Context: an optimization exercise on an open-source flow, tuned for small area. The choices shown serve that exercise and are no tape-out recipe.
In this exercise RTL edits were held to simulation tests only and were not proved equivalent to the original.
Power is estimated from default activity; no workload was simulated.

== before ==
==> flow/design.v <==
`default_nettype none
module ppfl_dec8
(
  input  logic [2:0] a,
  output logic [7:0] y
);
  always_comb begin
    for (int i = 0; i < 8; i++) y[i] = (a == 3'(i));
  end
endmodule
module ppfl_aoi3 #(parameter int W = 6)
(
  input  logic [3*W-1:0] d,
  input  logic [2:0]     s,
  output logic [W-1:0]   qn
);
  assign qn = ~(({W{s[0]}} & d[0 +: W]) | ({W{s[1]}} & d[W +: W]) | ({W{s[2]}} & d[2*W +: W]));
endmodule
module ppfl_aoi2 #(parameter int W = 6)
(
  input  logic [2*W-1:0] d,
  input  logic [1:0]     s,
  output logic [W-1:0]   qn
);
  assign qn = ~(({W{s[0]}} & d[0 +: W]) | ({W{s[1]}} & d[W +: W]));
endmodule
module ppfl_sel8 #(parameter int W = 6)
(
  input  logic [8*W-1:0] d,
  input  logic [7:0]     sel,
  output logic [W-1:0]   q
);
  logic [W-1:0] a_n, b_n, c_n;
  ppfl_aoi3 #(.W(W)) u_a (.d(d[0 +: 3*W]),   .s(sel[2:0]), .qn(a_n));
  ppfl_aoi3 #(.W(W)) u_b (.d(d[3*W +: 3*W]), .s(sel[5:3]), .qn(b_n));
  ppfl_aoi2 #(.W(W)) u_c (.d(d[6*W +: 2*W]), .s(sel[7:6]), .qn(c_n));
  assign q = ~(a_n & b_n & c_n);
endmodule
`default_nettype wire
`default_nettype none
module page_pool_free_list_allocator_core
(
  input  logic        clk,
  input  logic        rst_n,
  input  logic        in_valid,
  output logic        in_ready,
  input  logic [9:0]  in_data,
  output logic        out_valid,
  input  logic        out_ready,
  output logic [18:0] out_data
);
  logic       s1_vld_r;
  logic [1:0] s1_cmd_r;
  logic [5:0] s1_idx_r;
  logic       out_valid_r;
  logic       out_free, fire;
  logic       oor;
  assign out_free = !out_valid_r || out_ready;
  assign fire     = s1_vld_r && out_free;
  assign in_ready = !s1_vld_r || out_free;
  assign oor      = |in_data[7:6];
  always_ff @(posedge clk) begin
    if (!rst_n) begin
      s1_vld_r <= 1'b0;
    end else if (in_ready) begin
      s1_vld_r <= in_valid;
    end
  end
  always_ff @(posedge clk) begin
    if (in_ready) begin
      s1_cmd_r <= {in_data[9] | (in_data[8] & oor), in_data[8]};
      s1_idx_r <= {in_data[5:1], !in_data[9] & (in_data[0] | oor)};
    end
  end
  logic [6:0]  cnt_r;                
  logic [6:0]  init_r;               
  logic [5:0]  fifo_r [64];          
  logic [63:0] used_r;               
  logic is_alloc, is_free, is_reinit, is_x;
  logic full, empty, used_bit;
  logic alloc_ok, free_ok;
  logic [5:0] head_page;
  logic [1:0] status;
  assign is_alloc  = (s1_cmd_r == 2'd0);
  assign is_free   = (s1_cmd_r == 2'd1);
  assign is_reinit = (s1_cmd_r == 2'd2);
  assign is_x      = (s1_cmd_r == 2'd3);
  assign full     = cnt_r[6];
  assign empty    = (cnt_r == 7'd0);
  assign alloc_ok = is_alloc && !full;
  assign free_ok  = is_free && used_bit;    
  logic [7:0]  rsel_lo, rsel_hi;
  logic [47:0] rgrp [8];
  logic [47:0] rgrp_q;
  logic [5:0]  fifo_rd;
  ppfl_dec8 u_rdec_lo (.a(~cnt_r[2:0]), .y(rsel_lo));
  ppfl_dec8 u_rdec_hi (.a(~cnt_r[5:3]), .y(rsel_hi));
  always_comb begin
    for (int k = 0; k < 8; k++) begin
      for (int j = 0; j < 8; j++) rgrp[k][j*6 +: 6] = fifo_r[8*k + j];
    end
  end
  for (genvar k = 0; k < 8; k++) begin : g_rd
    ppfl_sel8 #(.W(6)) u_sel (.d(rgrp[k]), .sel(rsel_lo), .q(rgrp_q[k*6 +: 6]));
  end
  ppfl_sel8 #(.W(6)) u_rsel_hi (.d(rgrp_q), .sel(rsel_hi), .q(fifo_rd));
  assign head_page = init_r[6] ? fifo_rd : init_r[5:0];
  always_comb begin
    status = 2'd0;
    if (is_alloc) begin
      status = {1'b0, full};
    end else if (is_free) begin
      status = {!used_bit, !used_bit && !empty};
    end else if (is_x && s1_idx_r[0]) begin
      status = {1'b1, !empty};
    end
  end
  always_ff @(posedge clk) begin
    if (!rst_n) begin
      cnt_r  <= '0;
      init_r <= '0;
    end else if (fire) begin
      if (is_reinit) begin
        cnt_r  <= '0;
        init_r <= '0;
      end else if (alloc_ok) begin
        cnt_r <= cnt_r + 7'd1;
        if (!init_r[6]) init_r <= init_r + 7'd1;
      end else if (free_ok) begin
        cnt_r <= cnt_r - 7'd1;
      end
    end
  end
  always_ff @(posedge clk) begin
    if (fire && free_ok) begin
      fifo_r[0] <= s1_idx_r;
      for (int i = 1; i < 64; i++) fifo_r[i] <= fifo_r[i-1];
    end
  end
  logic [5:0] uidx;
  logic       uwe, uclr;
  logic [7:0] usel_lo, usel_hi, ugrp;
  logic [7:0] uen_lo_n, uen_hi_n;
  assign uidx = is_alloc ? head_page : s1_idx_r;
  assign uwe  = fire && (alloc_ok || free_ok);
  assign uclr = !rst_n || (fire && is_reinit);
  ppfl_dec8 u_udec_lo (.a(uidx[2:0]), .y(usel_lo));
  ppfl_dec8 u_udec_hi (.a(uidx[5:3]), .y(usel_hi));
  logic [7:0] rdsel_lo, rdsel_hi;
  ppfl_dec8 u_urdec_lo (.a(s1_idx_r[2:0]), .y(rdsel_lo));
  ppfl_dec8 u_urdec_hi (.a(s1_idx_r[5:3]), .y(rdsel_hi));
  for (genvar k = 0; k < 8; k++) begin : g_urd
    ppfl_sel8 #(.W(1)) u_sel (.d(used_r[8*k +: 8]), .sel(rdsel_lo), .q(ugrp[k]));
  end
  ppfl_sel8 #(.W(1)) u_usel_hi (.d(ugrp), .sel(rdsel_hi), .q(used_bit));
  assign uen_lo_n = ~(usel_lo | {8{uclr}});
  assign uen_hi_n = ~((usel_hi & {8{uwe}}) | {8{uclr}});
  always_ff @(posedge clk) begin
    for (int i = 0; i < 64; i++) begin
      if (!(uen_lo_n[i % 8] || uen_hi_n[i / 8])) used_r[i] <= is_alloc && !uclr;
    end
  end
  logic [5:0] out_grant_r;
  logic [1:0] out_status_r;
  always_ff @(posedge clk) begin
    if (!rst_n) begin
      out_valid_r <= 1'b0;
    end else if (out_free) begin
      out_valid_r <= s1_vld_r;
    end
  end
  always_ff @(posedge clk) begin
    if (fire) begin
      out_grant_r  <= alloc_ok ? head_page : 6'd0;
      out_status_r <= status;
    end
  end
  assign out_valid = out_valid_r;
  assign out_data  = {2'b00, out_grant_r, out_status_r, 2'b00, cnt_r};
endmodule
`default_nettype wire
==> flow/config.mk <==
export PLATFORM = sky130hd
export DESIGN_NAME = page_pool_free_list_allocator_core
export DESIGN_NICKNAME = page_pool_free_list_allocator_core
export VERILOG_FILES = /design/flow/design.v
export SDC_FILE = /design/flow/constraint.sdc
export NUM_CORES = 4
export LEC_CHECK = 0
export CAP_MARGIN = 20
export CORE_MARGIN = 2
export CORE_UTILIZATION = 55
export SLEW_MARGIN = 20
export SYNTH_HIERARCHICAL = 1
export SYNTH_MINIMUM_KEEP_SIZE = 0
==> flow/constraint.sdc <==
create_clock -name core_clock -period 6.0 [get_ports {clk}]
set_input_delay 1.2000 -clock core_clock [delete_from_list [all_inputs] [get_ports {clk}]]
set_output_delay 1.2000 -clock core_clock [all_outputs]
set_load 0.01 [all_outputs]
standard.sh (not shown) runs the stock make flow with config.mk's settings and CLKGATE_MAP_FILE= SYNTH_SCRIPT=/design/flow/synth_recipe.tcl, a recipe that flattens the netlist after the stock synthesis.
==> flow/flow/run.sh <==
#!/bin/bash
# The standard ORFS layout (the standard.sh), with these changes:
#  - ports are buffered with sky130_fd_sc_hd__buf_1 instead of the default
#    cell that buffer_ports picks;
#  - clock tree synthesis clusters the flip-flops into groups of up to 20
#    under clkbuf_8 leaf buffers and inserts no dummy loads;
#  - the largest buffers and inverters are added to the platform's
#    don't-use list, so that repair builds fanout trees from smaller ones.
# Every tool's output goes to the ORFS logs under orfs/logs/, and make's own
# output to flow_make.log in this folder.
set -euo pipefail
PLATFORM_DONT_USE="sky130_fd_sc_hd__probe_p_8 sky130_fd_sc_hd__probec_p_8 sky130_fd_sc_hd__lpflow_bleeder_1 sky130_fd_sc_hd__lpflow_clkbufkapwr_1 sky130_fd_sc_hd__lpflow_clkbufkapwr_16 sky130_fd_sc_hd__lpflow_clkbufkapwr_2 sky130_fd_sc_hd__lpflow_clkbufkapwr_4 sky130_fd_sc_hd__lpflow_clkbufkapwr_8 sky130_fd_sc_hd__lpflow_clkinvkapwr_1 sky130_fd_sc_hd__lpflow_clkinvkapwr_16 sky130_fd_sc_hd__lpflow_clkinvkapwr_2 sky130_fd_sc_hd__lpflow_clkinvkapwr_4 sky130_fd_sc_hd__lpflow_clkinvkapwr_8 sky130_fd_sc_hd__lpflow_decapkapwr_12 sky130_fd_sc_hd__lpflow_decapkapwr_3 sky130_fd_sc_hd__lpflow_decapkapwr_4 sky130_fd_sc_hd__lpflow_decapkapwr_6 sky130_fd_sc_hd__lpflow_decapkapwr_8 sky130_fd_sc_hd__lpflow_inputiso0n_1 sky130_fd_sc_hd__lpflow_inputiso0p_1 sky130_fd_sc_hd__lpflow_inputiso1n_1 sky130_fd_sc_hd__lpflow_inputiso1p_1 sky130_fd_sc_hd__lpflow_inputisolatch_1 sky130_fd_sc_hd__lpflow_isobufsrc_1 sky130_fd_sc_hd__lpflow_isobufsrc_16 sky130_fd_sc_hd__lpflow_isobufsrc_2 sky130_fd_sc_hd__lpflow_isobufsrc_4 sky130_fd_sc_hd__lpflow_isobufsrc_8 sky130_fd_sc_hd__lpflow_isobufsrckapwr_16 sky130_fd_sc_hd__lpflow_lsbuf_lh_hl_isowell_tap_1 sky130_fd_sc_hd__lpflow_lsbuf_lh_hl_isowell_tap_2 sky130_fd_sc_hd__lpflow_lsbuf_lh_hl_isowell_tap_4 sky130_fd_sc_hd__lpflow_lsbuf_lh_isowell_4 sky130_fd_sc_hd__lpflow_lsbuf_lh_isowell_tap_1 sky130_fd_sc_hd__lpflow_lsbuf_lh_isowell_tap_2 sky130_fd_sc_hd__lpflow_lsbuf_lh_isowell_tap_4"
EXTRA_DONT_USE="sky130_fd_sc_hd__buf_8 sky130_fd_sc_hd__buf_12 sky130_fd_sc_hd__buf_16 sky130_fd_sc_hd__bufbuf_8 sky130_fd_sc_hd__bufbuf_16 sky130_fd_sc_hd__inv_12 sky130_fd_sc_hd__inv_16 sky130_fd_sc_hd__clkinv_16 sky130_fd_sc_hd__clkbuf_16 sky130_fd_sc_hd__bufinv_16"
bash standard.sh \
  "DONT_USE_CELLS=$PLATFORM_DONT_USE $EXTRA_DONT_USE" \
  "BUFFER_PORTS_ARGS=-buffer_cell sky130_fd_sc_hd__buf_1" \
  "CTS_ARGS=-sink_clustering_enable -repair_clock_nets -sink_clustering_size 20 -sink_clustering_max_diameter 60 -buf_list sky130_fd_sc_hd__clkbuf_8 -dont_use_dummy_load" \
  finish > flow_make.log 2>&1
Edits applied to the flow inputs when going from before to after:
diff --git a/flow/design.v b/flow/design.v
--- a/flow/design.v
+++ b/flow/design.v
@@ -35,6 +35,15 @@
   ppfl_aoi3 #(.W(W)) u_b (.d(d[3*W +: 3*W]), .s(sel[5:3]), .qn(b_n));
   ppfl_aoi2 #(.W(W)) u_c (.d(d[6*W +: 2*W]), .s(sel[7:6]), .qn(c_n));
   assign q = ~(a_n & b_n & c_n);
+endmodule
+module ppfl_both
+(
+  input  logic a,
+  output logic y,
+  output logic y_n
+);
+  assign y   = a;
+  assign y_n = ~a;
 endmodule
 `default_nettype wire
 `default_nettype none
@@ -76,6 +85,7 @@
   logic [6:0]  init_r;               
   logic [5:0]  fifo_r [64];          
   logic [63:0] used_r;               
+  logic        phase_r;              
   logic is_alloc, is_free, is_reinit, is_x;
   logic full, empty, used_bit;
   logic alloc_ok, free_ok;
@@ -103,7 +113,9 @@
   for (genvar k = 0; k < 8; k++) begin : g_rd
     ppfl_sel8 #(.W(6)) u_sel (.d(rgrp[k]), .sel(rsel_lo), .q(rgrp_q[k*6 +: 6]));
   end
-  ppfl_sel8 #(.W(6)) u_rsel_hi (.d(rgrp_q), .sel(rsel_hi), .q(fifo_rd));
+  logic [5:0] fifo_rd_raw;
+  ppfl_sel8 #(.W(6)) u_rsel_hi (.d(rgrp_q), .sel(rsel_hi), .q(fifo_rd_raw));
+  assign fifo_rd = fifo_rd_raw ^ {6{phase_r}};
   assign head_page = init_r[6] ? fifo_rd : init_r[5:0];
   always_comb begin
     status = 2'd0;
@@ -131,10 +143,18 @@
       end
     end
   end
-  always_ff @(posedge clk) begin
-    if (fire && free_ok) begin
-      fifo_r[0] <= s1_idx_r;
-      for (int i = 1; i < 64; i++) fifo_r[i] <= fifo_r[i-1];
+  logic       push, push_n;
+  logic [5:0] push_page;
+  always_ff @(posedge clk) begin
+    if (!rst_n) phase_r <= 1'b0;
+    else        phase_r <= !phase_r;
+  end
+  ppfl_both u_push (.a(fire && free_ok), .y(push), .y_n(push_n));
+  assign push_page = s1_idx_r ^ {6{phase_r}};
+  always_ff @(posedge clk) begin
+    fifo_r[0] <= ~(({6{push}} & push_page) | ({6{push_n}} & fifo_r[0]));
+    for (int i = 1; i < 64; i++) begin
+      fifo_r[i] <= ~(({6{push}} & fifo_r[i-1]) | ({6{push_n}} & fifo_r[i]));
     end
   end
   logic [5:0] uidx;
Findings:
On clock share of power, the higher figure sits with before, not after. after against before; power is up by more than a quarter. Looking only at global routing usage on met2, and setting everything else aside, the lower value of after and before goes to before. Count of unique library cells instantiated by Yosys ended up 3 higher on after than on before. Cell count for after: 358 up relative to before.

## static timing again, ports no longer ideal
How much do the figures lean on ideal ports? The routed layouts below were timed once more, with nothing changed but the port constraints. Step 1, drivers: a clkbuf_16 drives clk and a buf_2 each remaining input, both assumed. Step 2 moves the port delays by t, midway between the first and last clock arrival at a register: inputs arrive t later, outputs are due t later. That takes back most of the time a late clock gives input paths. a / b / c = no drivers / after step 1 / after step 2; a / b = the first two.
run | t (ns) | setup slack, ns | worst register clock-pin slew, ns | worst slew at a driven data input, ns
before | 0.584 | 1.439 / 1.439 / 1.439 | 0.12 / 0.12 | 0.03
after | 0.594 | 0.774 / 0.774 / 0.774 | 0.12 / 0.12 | 0.04
After both steps every run listed still meets setup and hold.
